What follows belongs to an exercise in optimizing a design on an open flow for small area and a short achievable clock period; a production flow would make more cautious choices. Where RTL was checked, it was by simulation tests only, not by an equivalence proof against the original. No activity file was given, so power comes from the tool's default toggle rates.

// rx_payload_q
module rx_payload_q (
     input  logic                           clk
    ,input  logic                           reset
    ,input  logic                           enq_req_val
    ,input  logic [rx_q_cfg_pkg::FLOW_ID_W-1:0] enq_req_flowid
    ,input  logic [rx_q_cfg_pkg::ENTRY_W-1:0]   enq_req_data
    ,output logic                           enq_req_rdy
    ,input  logic                           rd_req_val
    ,input  logic [rx_q_cfg_pkg::FLOW_ID_W-1:0] rd_req_flowid
    ,output logic                           rd_req_rdy
    ,output logic                           rd_resp_val
    ,output logic                           rd_resp_is_empty
    ,output logic [rx_q_cfg_pkg::ENTRY_W-1:0]   rd_resp_entry
    ,input  logic                           rd_resp_rdy
);
    localparam int FLOW_CNT   = rx_q_cfg_pkg::FLOW_CNT;
    localparam int ENTRY_W    = rx_q_cfg_pkg::ENTRY_W;
    logic [FLOW_CNT-1:0]            push_vec;
    logic [ENTRY_W-1:0]             push_data;
    logic [FLOW_CNT-1:0]            full_vec;
    logic [FLOW_CNT-1:0]            pop_vec;
    logic [FLOW_CNT-1:0]            empty_vec;
    logic [FLOW_CNT*ENTRY_W-1:0]    head_data_vec;
    enqueue_steer u_enqueue_steer (
         .enq_req_val       (enq_req_val        )
        ,.enq_req_flowid    (enq_req_flowid     )
        ,.enq_req_data      (enq_req_data       )
        ,.enq_req_rdy       (enq_req_rdy        )
        ,.full_vec          (full_vec           )
        ,.push_vec          (push_vec           )
        ,.push_data         (push_data          )
    );
    for (genvar i = 0; i < FLOW_CNT; i++) begin : g_flow
        flow_ring u_flow_ring (
             .clk           (clk                )
            ,.reset         (reset              )
            ,.push          (push_vec[i]        )
            ,.push_data     (push_data          )
            ,.full          (full_vec[i]        )
            ,.pop           (pop_vec[i]         )
            ,.head_data     (head_data_vec[i*ENTRY_W +: ENTRY_W])
            ,.empty         (empty_vec[i]       )
        );
  ...
Size: roughly 1100 flip-flops, ~77 I/O pins, about 0.039 mm^2 of cells after synthesis.
==> module read_resp_stage, before the edit <==
module read_resp_stage (
     input  logic                                   clk
    ,input  logic                                   reset
    ,input  logic                                   rd_req_val
    ,input  logic [rx_q_cfg_pkg::FLOW_ID_W-1:0]         rd_req_flowid
    ,output logic                                   rd_req_rdy
    ,output logic                                   rd_resp_val
    ,output logic                                   rd_resp_is_empty
    ,output logic [rx_q_cfg_pkg::ENTRY_W-1:0]           rd_resp_entry
    ,input  logic                                   rd_resp_rdy
    ,input  logic [rx_q_cfg_pkg::FLOW_CNT-1:0]      empty_vec
    ,input  logic [rx_q_cfg_pkg::FLOW_CNT*rx_q_cfg_pkg::ENTRY_W-1:0] head_data_vec
    ,output logic [rx_q_cfg_pkg::FLOW_CNT-1:0]      pop_vec
);
    localparam int FLOW_CNT   = rx_q_cfg_pkg::FLOW_CNT;
    localparam int FLOW_ID_W  = rx_q_cfg_pkg::FLOW_ID_W;
    localparam int ENTRY_W    = rx_q_cfg_pkg::ENTRY_W;
    logic                   req_xfer;
    logic                   sel_empty;
    logic [ENTRY_W-1:0]     sel_data;
    logic                   resp_val_reg;
    logic                   resp_is_empty_reg;
    logic [ENTRY_W-1:0]     resp_entry_reg;
    for (genvar i = 0; i < FLOW_CNT; i++) begin : g_ring
        assign pop_vec[i] = req_xfer && (rd_req_flowid == FLOW_ID_W'(i))
                            && !empty_vec[i];
    end
    assign rd_req_rdy = ~resp_val_reg | rd_resp_rdy;
    assign req_xfer   = rd_req_val & rd_req_rdy;
    assign sel_empty = empty_vec[rd_req_flowid];
    always_comb begin
        sel_data = '0;
        for (int i = 0; i < FLOW_CNT; i++) begin
            sel_data = sel_data
                     | (head_data_vec[i*ENTRY_W +: ENTRY_W]
                        & {ENTRY_W{rd_req_flowid == FLOW_ID_W'(i)}});
        end
    end
    always_ff @(posedge clk) begin
        if (reset) begin
            resp_val_reg <= 1'b0;
        end
        else if (req_xfer) begin
            resp_val_reg <= 1'b1;
        end
        else if (rd_resp_rdy) begin
            resp_val_reg <= 1'b0;
        end
    end
    always_ff @(posedge clk) begin
        if (req_xfer) begin
            resp_is_empty_reg <= sel_empty;
            resp_entry_reg    <= sel_data;
        end
    end
    assign rd_resp_val      = resp_val_reg;
    assign rd_resp_is_empty = resp_is_empty_reg;
    assign rd_resp_entry    = resp_entry_reg;
endmodule
Settings: LEC_CHECK=0, CAP_MARGIN=20, CORE_MARGIN=2, CORE_UTILIZATION=80, CTS_BUF_LIST=sky130_fd_sc_hd__clkbuf_16, CTS_CLUSTER_DIAMETER=100, CTS_CLUSTER_SIZE=30, SETUP_SLACK_MARGIN=2.7, SLEW_MARGIN=20; clock period 5.0 ns.
standard.sh (not shown) runs the stock make flow with config.mk's settings and CLKGATE_MAP_FILE= SYNTH_SCRIPT=/design/flow/synth_recipe.tcl, a recipe that flattens the netlist after the stock synthesis.
==> flow/flow/run.sh <==
#!/bin/bash
# The standard layout (standard.sh) with these changes to how it is made:
#  - synthesis maps logic with flow/abc_map.script, an area-recovering ABC
#    script, in place of ORFS's abc_speed.script, and keeps ABC off the cells
#    listed in flow/abc_dont_use.txt (the mux cells and the AND-OR/OR-AND
#    cells with a buffered output, which are slow on the port-to-port
#    enq_req_rdy path). Everything else in
#    the synthesis (synth_recipe.tcl, dfflibmap, flatten, renames) is
#    unchanged, so the registers are the standard synthesis's.
#  - port buffers use a plain buffer cell instead of the delay buffer that
#    buffer_ports picks on its own.
#  - flow/io.tcl (IO_CONSTRAINTS) keeps the control ports side by side, so the
#    port-to-port paths do not cross the die.
# Each make run's full output goes to a log file in the work folder; ORFS's
# per-step logs stay under orfs/logs.
set -euo pipefail
work=$(pwd)
rm -rf "$work/orfs_scripts"
cp -r "$FLOW_HOME/scripts" "$work/orfs_scripts"
cp "$work/flow/abc_map.script" "$work/orfs_scripts/abc_speed.script"
python3 "$work/flow/patch_preamble.py" "$work/orfs_scripts/synth_preamble.tcl"
export ABC_EXTRA_DONT_USE="$(tr '\n' ' ' < "$work/flow/abc_dont_use.txt")"
export BUFFER_PORTS_ARGS="-buffer_cell sky130_fd_sc_hd__buf_2"
export IO_CONSTRAINTS="$(pwd)/flow/io.tcl"
bash standard.sh SCRIPTS_DIR="$work/orfs_scripts" synth > flow_synth.log 2>&1
bash standard.sh SCRIPTS_DIR="$work/orfs_scripts" finish > flow_make.log 2>&1
Other scripts of this flow, unchanged in this note and not shown: flow/flow/abc_dont_use.txt, flow/flow/abc_map.script, flow/flow/io.tcl, flow/flow/patch_preamble.py
Next try:
--- a/flow/design.v
+++ b/flow/design.v
@@ -160,13 +160,13 @@
         end
         else if (rd_resp_rdy) begin
             resp_val_reg <= 1'b0;
         end
     end
     always_ff @(posedge clk) begin
-        if (req_xfer) begin
+        if (rd_req_rdy) begin
             resp_is_empty_reg <= sel_empty;
             resp_entry_reg    <= sel_data;
         end
     end
     assign rd_resp_val      = resp_val_reg;
     assign rd_resp_is_empty = resp_is_empty_reg;
What happened:
- The changed run completed without violations
- clock power fell by about 1%
- wire length fell by about 5%
- global-route usage came out lower by 1.4 points
- flip-flop and latch count stays the same
- worst hold slack gains 0.037 ns
- clock skew falls by 0.0098 ns
- cell area shrinks by 0.80%

---

run 1:
RTL: one of the versions met above, not the one the previous note started from.
Size: roughly 2,000 cells after synthesis, ~1,100 flip-flops, ~77 I/O pins, about 39,000 sq um of cells after synthesis.
==> module read_resp_stage, before the edit <==
module read_resp_stage (
     input  logic                                   clk
    ,input  logic                                   reset
    ,input  logic                                   rd_req_val
    ,input  logic [rx_q_cfg_pkg::FLOW_ID_W-1:0]         rd_req_flowid
    ,output logic                                   rd_req_rdy
    ,output logic                                   rd_resp_val
    ,output logic                                   rd_resp_is_empty
    ,output logic [rx_q_cfg_pkg::ENTRY_W-1:0]           rd_resp_entry
    ,input  logic                                   rd_resp_rdy
    ,input  logic [rx_q_cfg_pkg::FLOW_CNT-1:0]      empty_vec
    ,input  logic [rx_q_cfg_pkg::FLOW_CNT*rx_q_cfg_pkg::ENTRY_W-1:0] head_data_vec
    ,output logic [rx_q_cfg_pkg::FLOW_CNT-1:0]      pop_vec
);
    localparam int FLOW_CNT   = rx_q_cfg_pkg::FLOW_CNT;
    localparam int FLOW_ID_W  = rx_q_cfg_pkg::FLOW_ID_W;
    localparam int ENTRY_W    = rx_q_cfg_pkg::ENTRY_W;
    logic                   req_xfer;
    logic                   sel_empty;
    logic [ENTRY_W-1:0]     sel_data;
    logic                   resp_val_reg;
    logic                   resp_is_empty_reg;
    logic [ENTRY_W-1:0]     resp_entry_reg;
    for (genvar i = 0; i < FLOW_CNT; i++) begin : g_ring
        assign pop_vec[i] = req_xfer && (rd_req_flowid == FLOW_ID_W'(i))
                            && !empty_vec[i];
    end
    assign rd_req_rdy = ~resp_val_reg | rd_resp_rdy;
    assign req_xfer   = rd_req_val & rd_req_rdy;
    assign sel_empty = empty_vec[rd_req_flowid];
    always_comb begin
        sel_data = '0;
        for (int i = 0; i < FLOW_CNT; i++) begin
            sel_data = sel_data
                     | (head_data_vec[i*ENTRY_W +: ENTRY_W]
                        & {ENTRY_W{rd_req_flowid == FLOW_ID_W'(i)}});
        end
    end
    always_ff @(posedge clk) begin
        if (reset) begin
            resp_val_reg <= 1'b0;
        end
        else if (req_xfer) begin
            resp_val_reg <= 1'b1;
        end
        else if (rd_resp_rdy) begin
            resp_val_reg <= 1'b0;
        end
    end
    always_ff @(posedge clk) begin
        if (rd_req_rdy) begin
            resp_is_empty_reg <= sel_empty;
            resp_entry_reg    <= sel_data;
        end
    end
    assign rd_resp_val      = resp_val_reg;
    assign rd_resp_is_empty = resp_is_empty_reg;
    assign rd_resp_entry    = resp_entry_reg;
endmodule
export LEC_CHECK = 0
export CAP_MARGIN = 20
export CORE_MARGIN = 2
export CORE_UTILIZATION = 60
export CTS_BUF_LIST = sky130_fd_sc_hd__clkbuf_16
export CTS_CLUSTER_DIAMETER = 100
export CTS_CLUSTER_SIZE = 30
export SETUP_SLACK_MARGIN = 2.6
export SLEW_MARGIN = 20
create_clock -name core_clock -period 5.0 [get_ports {clk}]
Scripts as last shown in full above: flow/flow/run.sh
Other scripts of this flow, unchanged in this note and not shown: flow/flow/abc_dont_use.txt, flow/flow/abc_map.script, flow/flow/io.tcl, flow/flow/patch_preamble.py
Edits applied to the flow inputs when going from run 1 to run 2:
--- a/flow/design.v
+++ b/flow/design.v
@@ -160,13 +160,13 @@
         end
         else if (rd_resp_rdy) begin
             resp_val_reg <= 1'b0;
         end
     end
     always_ff @(posedge clk) begin
-        if (rd_req_rdy) begin
+        if (req_xfer) begin
             resp_is_empty_reg <= sel_empty;
             resp_entry_reg    <= sel_data;
         end
     end
     assign rd_resp_val      = resp_val_reg;
     assign rd_resp_is_empty = resp_is_empty_reg;
### Flow results
- In run 2, the starting utilization of the core area came out 0.19 points above the value in run 1.
- Taking run 1 as the reference, in run 2 mean routed wirelength per cell has increased; number of standard cells after synthesis has increased; total inserted antenna cells has increased; wire length has increased; power density relative to cell area has remained practically unchanged.
- [compare] base=run 1 new=run 2: power picked up an extra about 0.9%, switching share of total power picked up an extra 0.35 points, number of stages on the worst setup path shows a reduction of 1, sequential share of layout area saw a decrease, inverter count of the layout excluding clock inverters now larger.
- Relative to run 1, clock-buffer cell count has increased by 2 in run 2.
- Run 2 against run 1: core region area essentially unchanged, final critical-path share of the clock period grew by 2.0 points.

---

Another version of the RTL of rx_payload_q (not shown whole).
Size in the first run: about 2,300 cells after synthesis, about 1,100 flip-flops, ~77 I/O pins, ~41,000 um^2 of cells after synthesis.
==> module flow_ring, before the edit <==
module flow_ring (
     input  logic                           clk
    ,input  logic                           reset
    ,input  logic                           push
    ,input  logic [rx_q_cfg_pkg::ENTRY_W-1:0]   push_data
    ,output logic                           full
    ,input  logic                           pop
    ,output logic [rx_q_cfg_pkg::ENTRY_W-1:0]   head_data
    ,output logic                           empty
);
    localparam int RING_DEPTH = rx_q_cfg_pkg::RING_DEPTH;
    localparam int RING_IDX_W = rx_q_cfg_pkg::RING_IDX_W;
    localparam int ENTRY_W    = rx_q_cfg_pkg::ENTRY_W;
    logic [ENTRY_W-1:0]     entries [RING_DEPTH];
    logic [RING_DEPTH-1:0]  head_oh;
    logic [RING_DEPTH-1:0]  tail_oh;
    logic                   full_reg;
    logic                   empty_reg;
    logic [RING_DEPTH-1:0]  head_oh_nxt;
    logic [RING_DEPTH-1:0]  tail_oh_nxt;
    assign head_oh_nxt = {head_oh[RING_DEPTH-2:0], head_oh[RING_DEPTH-1]};
    assign tail_oh_nxt = {tail_oh[RING_DEPTH-2:0], tail_oh[RING_DEPTH-1]};
    assign full  = full_reg;
    assign empty = empty_reg;
    always_ff @(posedge clk) begin
        if (reset) begin
            head_oh   <= RING_DEPTH'(1);
            tail_oh   <= RING_DEPTH'(1);
            full_reg  <= 1'b0;
            empty_reg <= 1'b1;
        end
        else begin
            if (push) begin
                tail_oh <= tail_oh_nxt;
            end
            if (pop) begin
                head_oh <= head_oh_nxt;
            end
            if (push && !pop) begin
                empty_reg <= 1'b0;
                full_reg  <= |(tail_oh_nxt & head_oh);
            end
            else if (pop && !push) begin
                full_reg  <= 1'b0;
                empty_reg <= |(head_oh_nxt & tail_oh);
            end
        end
    end
    always_ff @(posedge clk) begin
        for (int e = 0; e < RING_DEPTH; e++) begin
            if (push && tail_oh[e]) begin
                entries[e] <= push_data;
            end
        end
    end
    always_comb begin
        head_data = '0;
        for (int e = 0; e < RING_DEPTH; e++) begin
            head_data = head_data
                      | (entries[e] & {ENTRY_W{!empty_reg && head_oh[e]}});
        end
    end
endmodule
export LEC_CHECK = 0
export CAP_MARGIN = 20
export CORE_MARGIN = 2
export CORE_UTILIZATION = 60
export CTS_BUF_LIST = sky130_fd_sc_hd__clkbuf_16
export CTS_CLUSTER_DIAMETER = 100
export CTS_CLUSTER_SIZE = 30
export SETUP_SLACK_MARGIN = 2.8
export SLEW_MARGIN = 20
create_clock -name core_clock -period 5.0 [get_ports {clk}]
==> flow/flow/run.sh <==
#!/bin/bash
# Standard layout, with port buffers of a plain buffer cell instead of the
# delay-buffer cell buffer_ports picks on its own. Make's output goes to
# flow_make.log in the work folder; ORFS's per-step logs stay under orfs/logs.
set -euo pipefail
export BUFFER_PORTS_ARGS="-buffer_cell sky130_fd_sc_hd__buf_2"
bash standard.sh finish > flow_make.log 2>&1
==> next run, changes <==
--- a/flow/design.v
+++ b/flow/design.v
@@ -48,19 +48,23 @@
             if (pop) begin
                 head_oh <= head_oh_nxt;
             end
-            if (push && !pop) begin
+            if (pop) begin
+                full_reg <= 1'b0;
+            end
+            else if (push) begin
+                full_reg <= |(tail_oh_nxt & head_oh);
+            end
+            if (push) begin
                 empty_reg <= 1'b0;
-                full_reg  <= |(tail_oh_nxt & head_oh);
-            end
-            else if (pop && !push) begin
-                full_reg  <= 1'b0;
+            end
+            else if (pop) begin
                 empty_reg <= |(head_oh_nxt & tail_oh);
             end
         end
     end
     always_ff @(posedge clk) begin
         for (int e = 0; e < RING_DEPTH; e++) begin
-            if (push && tail_oh[e]) begin
+            if (!full_reg && tail_oh[e]) begin
                 entries[e] <= push_data;
             end
         end
@@ -147,7 +151,7 @@
         end
     end
     always_ff @(posedge clk) begin
-        if (req_xfer) begin
+        if (rd_req_rdy) begin
             resp_is_empty_reg <= sel_empty;
             resp_entry_reg    <= sel_data;
         end
Total power came out higher by 1.2%.
Setup slack is worse by 0.12 ns.
Utilization came out lower by 0.26 points.
Via count rises by 4.3%.
Clock-buffer cell count is lower by 1.
Worst hold slack gets better by 0.012 ns.
Die area barely changes.
No functional check of the RTL was part of the first run of this note.

---

The RTL this note starts from:
==> flow/design.v <==
`timescale 1ns/100ps
`default_nettype none
package rx_q_cfg_pkg;
    localparam int FLOW_CNT = 4;
    localparam int FLOW_ID_W = 2;
    localparam int RING_DEPTH = 8;
    localparam int RING_IDX_W = 3;
    localparam int ENTRY_W = 32;
endpackage
`default_nettype wire
`timescale 1ns/100ps
`default_nettype none
module flow_ring (
     input  logic                           clk
    ,input  logic                           reset
    ,input  logic                           push
    ,input  logic [rx_q_cfg_pkg::ENTRY_W-1:0]   push_data
    ,output logic                           full
    ,input  logic                           pop
    ,output logic [rx_q_cfg_pkg::ENTRY_W-1:0]   head_data
    ,output logic                           empty
);
    localparam int RING_DEPTH = rx_q_cfg_pkg::RING_DEPTH;
    localparam int RING_IDX_W = rx_q_cfg_pkg::RING_IDX_W;
    localparam int ENTRY_W    = rx_q_cfg_pkg::ENTRY_W;
    logic [ENTRY_W-1:0]     entries [RING_DEPTH];
    logic [RING_DEPTH-1:0]  head_oh;
    logic [RING_DEPTH-1:0]  tail_oh;
    logic                   full_reg;
    logic                   empty_reg;
    logic [RING_DEPTH-1:0]  head_oh_nxt;
    logic [RING_DEPTH-1:0]  tail_oh_nxt;
    assign head_oh_nxt = {head_oh[RING_DEPTH-2:0], head_oh[RING_DEPTH-1]};
    assign tail_oh_nxt = {tail_oh[RING_DEPTH-2:0], tail_oh[RING_DEPTH-1]};
    assign full  = full_reg;
    assign empty = empty_reg;
    always_ff @(posedge clk) begin
        if (reset) begin
            head_oh   <= RING_DEPTH'(1);
            tail_oh   <= RING_DEPTH'(1);
            full_reg  <= 1'b0;
            empty_reg <= 1'b1;
        end
        else begin
            if (push) begin
                tail_oh <= tail_oh_nxt;
            end
            if (pop) begin
                head_oh <= head_oh_nxt;
            end
            if (push && !pop) begin
                empty_reg <= 1'b0;
                full_reg  <= |(tail_oh_nxt & head_oh);
            end
            else if (pop && !push) begin
                full_reg  <= 1'b0;
                empty_reg <= |(head_oh_nxt & tail_oh);
            end
        end
    end
    always_ff @(posedge clk) begin
        for (int e = 0; e < RING_DEPTH; e++) begin
            if (!full_reg && tail_oh[e]) begin
                entries[e] <= push_data;
            end
        end
    end
    always_comb begin
        head_data = '0;
        for (int e = 0; e < RING_DEPTH; e++) begin
            head_data = head_data
                      | (entries[e] & {ENTRY_W{!empty_reg && head_oh[e]}});
        end
    end
endmodule
`default_nettype wire
`timescale 1ns/100ps
`default_nettype none
module enqueue_steer (
     input  logic                                   enq_req_val
    ,input  logic [rx_q_cfg_pkg::FLOW_ID_W-1:0]         enq_req_flowid
    ,input  logic [rx_q_cfg_pkg::ENTRY_W-1:0]           enq_req_data
    ,output logic                                   enq_req_rdy
    ,input  logic [rx_q_cfg_pkg::FLOW_CNT-1:0]      full_vec
    ,output logic [rx_q_cfg_pkg::FLOW_CNT-1:0]      push_vec
    ,output logic [rx_q_cfg_pkg::ENTRY_W-1:0]           push_data
);
    localparam int FLOW_CNT   = rx_q_cfg_pkg::FLOW_CNT;
    localparam int FLOW_ID_W  = rx_q_cfg_pkg::FLOW_ID_W;
    assign push_data = enq_req_data;
    for (genvar i = 0; i < FLOW_CNT; i++) begin : g_ring
        assign push_vec[i] = enq_req_val && !full_vec[i]
                             && (enq_req_flowid == FLOW_ID_W'(i));
    end
    assign enq_req_rdy = ~full_vec[enq_req_flowid];
endmodule
`default_nettype wire
`timescale 1ns/100ps
`default_nettype none
module read_resp_stage (
     input  logic                                   clk
    ,input  logic                                   reset
    ,input  logic                                   rd_req_val
    ,input  logic [rx_q_cfg_pkg::FLOW_ID_W-1:0]         rd_req_flowid
    ,output logic                                   rd_req_rdy
    ,output logic                                   rd_resp_val
    ,output logic                                   rd_resp_is_empty
    ,output logic [rx_q_cfg_pkg::ENTRY_W-1:0]           rd_resp_entry
    ,input  logic                                   rd_resp_rdy
    ,input  logic [rx_q_cfg_pkg::FLOW_CNT-1:0]      empty_vec
    ,input  logic [rx_q_cfg_pkg::FLOW_CNT*rx_q_cfg_pkg::ENTRY_W-1:0] head_data_vec
    ,output logic [rx_q_cfg_pkg::FLOW_CNT-1:0]      pop_vec
);
    localparam int FLOW_CNT   = rx_q_cfg_pkg::FLOW_CNT;
    localparam int FLOW_ID_W  = rx_q_cfg_pkg::FLOW_ID_W;
    localparam int ENTRY_W    = rx_q_cfg_pkg::ENTRY_W;
    logic                   req_xfer;
    logic                   sel_empty;
    logic [ENTRY_W-1:0]     sel_data;
    logic                   resp_val_reg;
    logic                   resp_is_empty_reg;
    logic [ENTRY_W-1:0]     resp_entry_reg;
    for (genvar i = 0; i < FLOW_CNT; i++) begin : g_ring
        assign pop_vec[i] = req_xfer && (rd_req_flowid == FLOW_ID_W'(i))
                            && !empty_vec[i];
    end
    assign rd_req_rdy = ~resp_val_reg | rd_resp_rdy;
    assign req_xfer   = rd_req_val & rd_req_rdy;
    assign sel_empty = empty_vec[rd_req_flowid];
    always_comb begin
        sel_data = '0;
        for (int i = 0; i < FLOW_CNT; i++) begin
            sel_data = sel_data
                     | (head_data_vec[i*ENTRY_W +: ENTRY_W]
                        & {ENTRY_W{rd_req_flowid == FLOW_ID_W'(i)}});
        end
    end
    always_ff @(posedge clk) begin
        if (reset) begin
            resp_val_reg <= 1'b0;
        end
        else if (req_xfer) begin
            resp_val_reg <= 1'b1;
        end
        else if (rd_resp_rdy) begin
            resp_val_reg <= 1'b0;
        end
    end
    always_ff @(posedge clk) begin
        if (rd_req_rdy) begin
            resp_is_empty_reg <= sel_empty;
            resp_entry_reg    <= sel_data;
        end
    end
    assign rd_resp_val      = resp_val_reg;
    assign rd_resp_is_empty = resp_is_empty_reg;
    assign rd_resp_entry    = resp_entry_reg;
endmodule
`default_nettype wire
`timescale 1ns/100ps
`default_nettype none
module rx_payload_q (
     input  logic                           clk
    ,input  logic                           reset
    ,input  logic                           enq_req_val
    ,input  logic [rx_q_cfg_pkg::FLOW_ID_W-1:0] enq_req_flowid
    ,input  logic [rx_q_cfg_pkg::ENTRY_W-1:0]   enq_req_data
    ,output logic                           enq_req_rdy
    ,input  logic                           rd_req_val
    ,input  logic [rx_q_cfg_pkg::FLOW_ID_W-1:0] rd_req_flowid
    ,output logic                           rd_req_rdy
    ,output logic                           rd_resp_val
    ,output logic                           rd_resp_is_empty
    ,output logic [rx_q_cfg_pkg::ENTRY_W-1:0]   rd_resp_entry
    ,input  logic                           rd_resp_rdy
);
    localparam int FLOW_CNT   = rx_q_cfg_pkg::FLOW_CNT;
    localparam int ENTRY_W    = rx_q_cfg_pkg::ENTRY_W;
    logic [FLOW_CNT-1:0]            push_vec;
    logic [ENTRY_W-1:0]             push_data;
    logic [FLOW_CNT-1:0]            full_vec;
    logic [FLOW_CNT-1:0]            pop_vec;
    logic [FLOW_CNT-1:0]            empty_vec;
    logic [FLOW_CNT*ENTRY_W-1:0]    head_data_vec;
    enqueue_steer u_enqueue_steer (
         .enq_req_val       (enq_req_val        )
        ,.enq_req_flowid    (enq_req_flowid     )
        ,.enq_req_data      (enq_req_data       )
        ,.enq_req_rdy       (enq_req_rdy        )
        ,.full_vec          (full_vec           )
        ,.push_vec          (push_vec           )
        ,.push_data         (push_data          )
    );
    for (genvar i = 0; i < FLOW_CNT; i++) begin : g_flow
        flow_ring u_flow_ring (
             .clk           (clk                )
            ,.reset         (reset              )
            ,.push          (push_vec[i]        )
            ,.push_data     (push_data          )
            ,.full          (full_vec[i]        )
            ,.pop           (pop_vec[i]         )
            ,.head_data     (head_data_vec[i*ENTRY_W +: ENTRY_W])
            ,.empty         (empty_vec[i]       )
        );
    end
    read_resp_stage u_read_resp_stage (
         .clk               (clk                )
        ,.reset             (reset              )
        ,.rd_req_val        (rd_req_val         )
        ,.rd_req_flowid     (rd_req_flowid      )
        ,.rd_req_rdy        (rd_req_rdy         )
        ,.rd_resp_val       (rd_resp_val        )
        ,.rd_resp_is_empty  (rd_resp_is_empty   )
        ,.rd_resp_entry     (rd_resp_entry      )
        ,.rd_resp_rdy       (rd_resp_rdy        )
        ,.empty_vec         (empty_vec          )
        ,.head_data_vec     (head_data_vec      )
        ,.pop_vec           (pop_vec            )
    );
endmodule
`default_nettype wire
export LEC_CHECK = 0
export CAP_MARGIN = 20
export CORE_MARGIN = 2
export CORE_UTILIZATION = 60
export CTS_BUF_LIST = sky130_fd_sc_hd__clkbuf_16
export CTS_CLUSTER_DIAMETER = 100
export CTS_CLUSTER_SIZE = 30
export SETUP_SLACK_MARGIN = 2.5
export SLEW_MARGIN = 20
create_clock -name core_clock -period 5.0 [get_ports {clk}]
Scripts as last shown in full above: flow/flow/run.sh
==> next run, changes <==
--- a/flow/design.v
+++ b/flow/design.v
@@ -49,10 +49,14 @@
                 head_oh <= head_oh_nxt;
             end
-            if (push && !pop) begin
+            if (pop) begin
+                full_reg <= 1'b0;
+            end
+            else if (push) begin
+                full_reg <= |(tail_oh_nxt & head_oh);
+            end
+            if (push) begin
                 empty_reg <= 1'b0;
-                full_reg  <= |(tail_oh_nxt & head_oh);
-            end
-            else if (pop && !push) begin
-                full_reg  <= 1'b0;
+            end
+            else if (pop) begin
                 empty_reg <= |(head_oh_nxt & tail_oh);
             end
Effect: Routed wire length rose by 20%; worst hold slack degrades by 0.010 ns; count of clock-buffer cells in the layout fell by 1; utilization barely changes; cell count fell by 1.6%; synthesized area barely changes; cell area hardly moves.

port drivers added, routing unchanged:
The results above use ideal ports. As a check the final layouts listed here were re-extracted and re-timed, cells and wires unchanged.
Step 1 assumes that a clkbuf_16 drives the clock port and a buf_2 every other input.
Step 2 times the ports against the registers' clock, not the clock port: input delays grow and output delays shrink by t, the midpoint of the rising clock arrivals with the driver on.
Slacks: ideal ports / drivers / drivers and shift; pairs: ideal ports / drivers.
| run | t, ns | slack for setup (ns) | latest minus earliest clock arrival (ns) |
|---|---|---|---|
| the first run of note 1 | 0.675 | 2.495 / 2.429 / 2.091 | 0.045 / 0.045 |
| the second run of note 1 | 0.676 | 2.496 / 2.437 / 2.138 | 0.035 / 0.035 |
| run 1 | 0.691 | 2.466 / 2.404 / 2.001 | 0.028 / 0.028 |
| run 2 | 0.682 | 2.365 / 2.313 / 2.091 | 0.043 / 0.043 |
| the first run of note 3 | 0.685 | 2.443 / 2.403 / 2.238 | 0.022 / 0.022 |
| the second run of note 3 | 0.690 | 2.322 / 2.280 / 2.164 | 0.026 / 0.026 |
| the first run of note 4 | 0.684 | 2.464 / 2.411 / 1.911 | 0.026 / 0.027 |
| the second run of note 4 | 0.709 | 2.379 / 2.339 / 1.937 | 0.030 / 0.030 |
After both steps every run listed still meets setup and hold. The setup slack of the first run of note 4, which loses most, moves by -0.053 ns with the drivers and by -0.553 ns with both steps.
